Source: an optimization exercise on an open RTL-to-GDS flow (aim: small area, a short achievable clock period and few clock cycles). Production flows keep margins and buffers that such runs may drop.
At most, simulation tests tie the RTL to the original design; equivalence was not proved.
Power is estimated from default activity; no workload was simulated.

==> module acc_drain_requant_requant_stage, before the edit <==
module acc_drain_requant_requant_stage (
    input  logic                 clk,
    input  logic [ACC_WIDTH-1:0] acc_i,
    input  logic                 ovf_i,
    input  logic [8:0]           b_one_i,      
    input  logic [8:0]           b_two_i,
    input  logic [8:0]           b_neg_i,
    input  logic [3:0]           sh_hi_i,      
    input  logic [7:0]           sh_lo_i,      
    input  logic [REQ_SHIFT_W-1:0] shift_i,    
    output logic [ACT_WIDTH-1:0] data_o,
    output logic                 sat_o
);
    localparam int W = PROD_W;
    logic [33:0]  ax;
    logic [8:0]   b_one, b_two, b_neg;
    logic [33:0]  r [9];
    logic [W-1:0] pp [9];
    always_comb begin
        ax = {{2{acc_i[31]}}, acc_i};
        b_one = b_one_i;
        b_two = b_two_i;
        b_neg = b_neg_i;
        for (int j = 0; j < 9; j++) begin
            for (int i = 0; i < 34; i++) begin
                r[j][i] = ((b_one[j] & ax[i]) | (b_two[j] & ((i == 0) ? 1'b0 : ax[i-1]))) ^ b_neg[j];
            end
        end
        pp[0] = '0;
        pp[0][32:0] = r[0][32:0];
        pp[0][33] = r[0][33];
        pp[0][34] = r[0][33];
        pp[0][35] = ~r[0][33];
        for (int i = 36; i < W; i += 2) pp[0][i] = 1'b1;
        for (int j = 1; j < 9; j++) begin
            pp[j] = '0;
            for (int i = 0; i < 33; i++) if (2*j + i < W) pp[j][2*j+i] = r[j][i];
            if (2*j + 33 < W) pp[j][2*j+33] = ~r[j][33];
            pp[j][2*j-2] = b_neg[j-1];
        end
    end
    function automatic logic [2*W-1:0] csa(input logic [W-1:0] x, input logic [W-1:0] y,
                                           input logic [W-1:0] z);
        logic [W-1:0] s, c;
        s = x ^ y ^ z;
        c = ((x & y) | (x & z) | (y & z)) << 1;
        csa = {c, s};
    endfunction
    logic [W-1:0] l1 [6];
    logic [W-1:0] l2 [4];
    logic [W-1:0] l3 [3];
    always_comb begin
        for (int g = 0; g < 3; g++) {l1[2*g+1], l1[2*g]} = csa(pp[3*g], pp[3*g+1], pp[3*g+2]);
        for (int g = 0; g < 2; g++) {l2[2*g+1], l2[2*g]} = csa(l1[3*g], l1[3*g+1], l1[3*g+2]);
        {l3[1], l3[0]} = csa(l2[0], l2[1], l2[2]);
        l3[2] = l2[3];
    end
    logic [W-1:0] a_r_q [3];
    logic         a_ovf_q, a_neg_q;
    always_ff @(posedge clk) begin
        for (int k = 0; k < 3; k++) a_r_q[k] <= l3[k];
        a_ovf_q <= ovf_i;
        a_neg_q <= acc_i[ACC_WIDTH-1];
    end
    logic [W-1:0] l4 [2];
    logic [W-1:0] b_p_q;
    logic         b_ovf_q, b_neg_q;
    logic [W-1:0] pg_g [7];
    logic [W-1:0] pg_p [7];
    logic [W-1:0] sum_b;
    always_comb begin
        {l4[1], l4[0]} = csa(a_r_q[0], a_r_q[1], a_r_q[2]);
        pg_g[0] = l4[0] & l4[1];
        pg_p[0] = l4[0] ^ l4[1];
        for (int lv = 0; lv < 6; lv++) begin
            for (int i = 0; i < W; i++) begin
                if ((i >> lv) & 1) begin
                    pg_g[lv+1][i] = pg_g[lv][i] | (pg_p[lv][i] & pg_g[lv][((i >> lv) << lv) - 1]);
                    pg_p[lv+1][i] = pg_p[lv][i] & pg_p[lv][((i >> lv) << lv) - 1];
                end else begin
                    pg_g[lv+1][i] = pg_g[lv][i];
                    pg_p[lv+1][i] = pg_p[lv][i];
                end
            end
        end
        sum_b[0] = pg_p[0][0];
        for (int i = 1; i < W; i++) sum_b[i] = pg_p[0][i] ^ pg_g[6][i-1];
    end
    always_ff @(posedge clk) begin
        b_p_q   <= sum_b;
        b_ovf_q <= a_ovf_q;
        b_neg_q <= a_neg_q;
    end
    logic [W:0]          v;
    logic [16:0]         y;
    logic [9:0]          w;
    logic [10:0]         qq;
    logic [9:0]          q;
    logic [W-1:0]        mask;
    logic                ext_ok, in_rng, neg;
    always_comb begin
        v = {b_p_q, 1'b0};
        for (int j = 0; j < 17; j++) begin
            y[j] = (sh_hi_i[0] & v[j]) | (sh_hi_i[1] & v[j+8]) |
                   (sh_hi_i[2] & v[j+16]) | (sh_hi_i[3] & v[j+24]);
        end
        for (int i = 0; i < 10; i++) begin
            w[i] = |(sh_lo_i & y[i +: 8]);
        end
        for (int j = 0; j < W; j++) mask[j] = (j >= 8) && (j - 8 >= int'(shift_i));
        neg    = b_p_q[W-1];
        ext_ok = ~|((b_p_q ^ {W{neg}}) & mask);
        qq     = {w[9], w} + 11'd1;
        q      = qq[10:1];
        in_rng = ext_ok && (q[9:7] == 3'b000 || q[9:7] == 3'b111);
        if (b_ovf_q) begin
            data_o = b_neg_q ? 8'h80 : 8'h7f;
            sat_o  = 1'b1;
        end else if (in_rng) begin
            data_o = q[7:0];
            sat_o  = 1'b0;
        end else begin
            data_o = neg ? 8'h80 : 8'h7f;
            sat_o  = 1'b1;
        end
    end
endmodule
clock: 10.0 ns
lec_check: 0
cap_margin: 20
core_margin: 2
core_utilization: 40
slew_margin: 20
standard.sh (not shown) runs the stock make flow with config.mk's settings and CLKGATE_MAP_FILE= SYNTH_SCRIPT=/design/flow/synth_recipe.tcl, a recipe that flattens the netlist after the stock synthesis.
==> flow/flow/run.sh <==
#!/bin/bash
# Own layout flow: the standard ORFS flow (standard.sh), with these changes to how the
# layout is made:
#  - ports are buffered with sky130_fd_sc_hd__buf_1 instead of the default port buffer cell
#  - repair_timing (post-CTS and post-global-route) aims for extra setup slack (flow/margin.txt),
#    so the optimiser keeps improving the critical paths below the 10 ns clock period
#  - optional clock-tree-synthesis arguments (flow/cts_args.txt)
# Make's full output goes to standard_make.log here; ORFS's per-step logs stay under orfs/logs.
set -euo pipefail
MARGIN=$(cat flow/margin.txt 2>/dev/null || echo 6.5)
ARGS=("BUFFER_PORTS_ARGS=-buffer_cell sky130_fd_sc_hd__buf_1" "SETUP_SLACK_MARGIN=${MARGIN}")
if [[ -s flow/cts_args.txt ]]; then
  ARGS+=("CTS_ARGS=$(cat flow/cts_args.txt)")
fi
bash standard.sh "${ARGS[@]}" finish > standard_make.log 2>&1
==> flow/flow/cts_args.txt <==
-sink_clustering_enable -repair_clock_nets -sink_clustering_size 20 -sink_clustering_max_diameter 100 -buf_list sky130_fd_sc_hd__clkbuf_16 -dont_use_dummy_load
==> flow/flow/margin.txt <==
7.0
Testbench counts at the start, summed over its fixed seeds: cycles 20,488.
Rerun with:
--- a/flow/design.v
+++ b/flow/design.v
@@ -80,13 +80,13 @@
         {l4[1], l4[0]} = csa(a_r_q[0], a_r_q[1], a_r_q[2]);
         pg_g[0] = l4[0] & l4[1];
         pg_p[0] = l4[0] ^ l4[1];
         for (int lv = 0; lv < 6; lv++) begin
             for (int i = 0; i < W; i++) begin
-                if ((i >> lv) & 1) begin
-                    pg_g[lv+1][i] = pg_g[lv][i] | (pg_p[lv][i] & pg_g[lv][((i >> lv) << lv) - 1]);
-                    pg_p[lv+1][i] = pg_p[lv][i] & pg_p[lv][((i >> lv) << lv) - 1];
+                if (i >= (1 << lv)) begin
+                    pg_g[lv+1][i] = pg_g[lv][i] | (pg_p[lv][i] & pg_g[lv][i - (1 << lv)]);
+                    pg_p[lv+1][i] = pg_p[lv][i] & pg_p[lv][i - (1 << lv)];
                 end else begin
                     pg_g[lv+1][i] = pg_g[lv][i];
                     pg_p[lv+1][i] = pg_p[lv][i];
                 end
             end
After rerunning: Combinational power is about the same; sequential power stays flat; setup slack got worse by 0.12 ns; cell count came out higher slightly; worst hold slack hardly moves; synthesized area goes up slightly; sequential share of layout area is about the same; wire length came out lower slightly; die area went up slightly.
No functional check of the RTL was part of the second run of this note.

-- afterwards: timing with drivers on the ports --
Ports are ideal in the flow. The routed layouts listed here were re-timed in OpenROAD.
Step 1: set_driving_cell puts a clkbuf_16 on clk and a buf_2 on each other input, an assumption about the parent block.
Step 2, shift: input delay + t, output delay - t, t = (earliest + latest rising clock arrival at the registers) / 2. This alone moves slack from input paths to output paths.
a / b / c = ideal ports / drivers / drivers and shift; a / b = the first two.
run	t, ns	slack for setup (ns)	hold slack, ns	latest minus earliest clock arrival (ns)
the first run	0.656	6.767 / 6.763 / 6.767	0.330 / 0.330 / 0.330	0.107 / 0.107
the second run	0.660	6.643 / 6.643 / 6.643	0.331 / 0.331 / 0.331	0.095 / 0.095
After both steps every run listed still meets setup and hold.
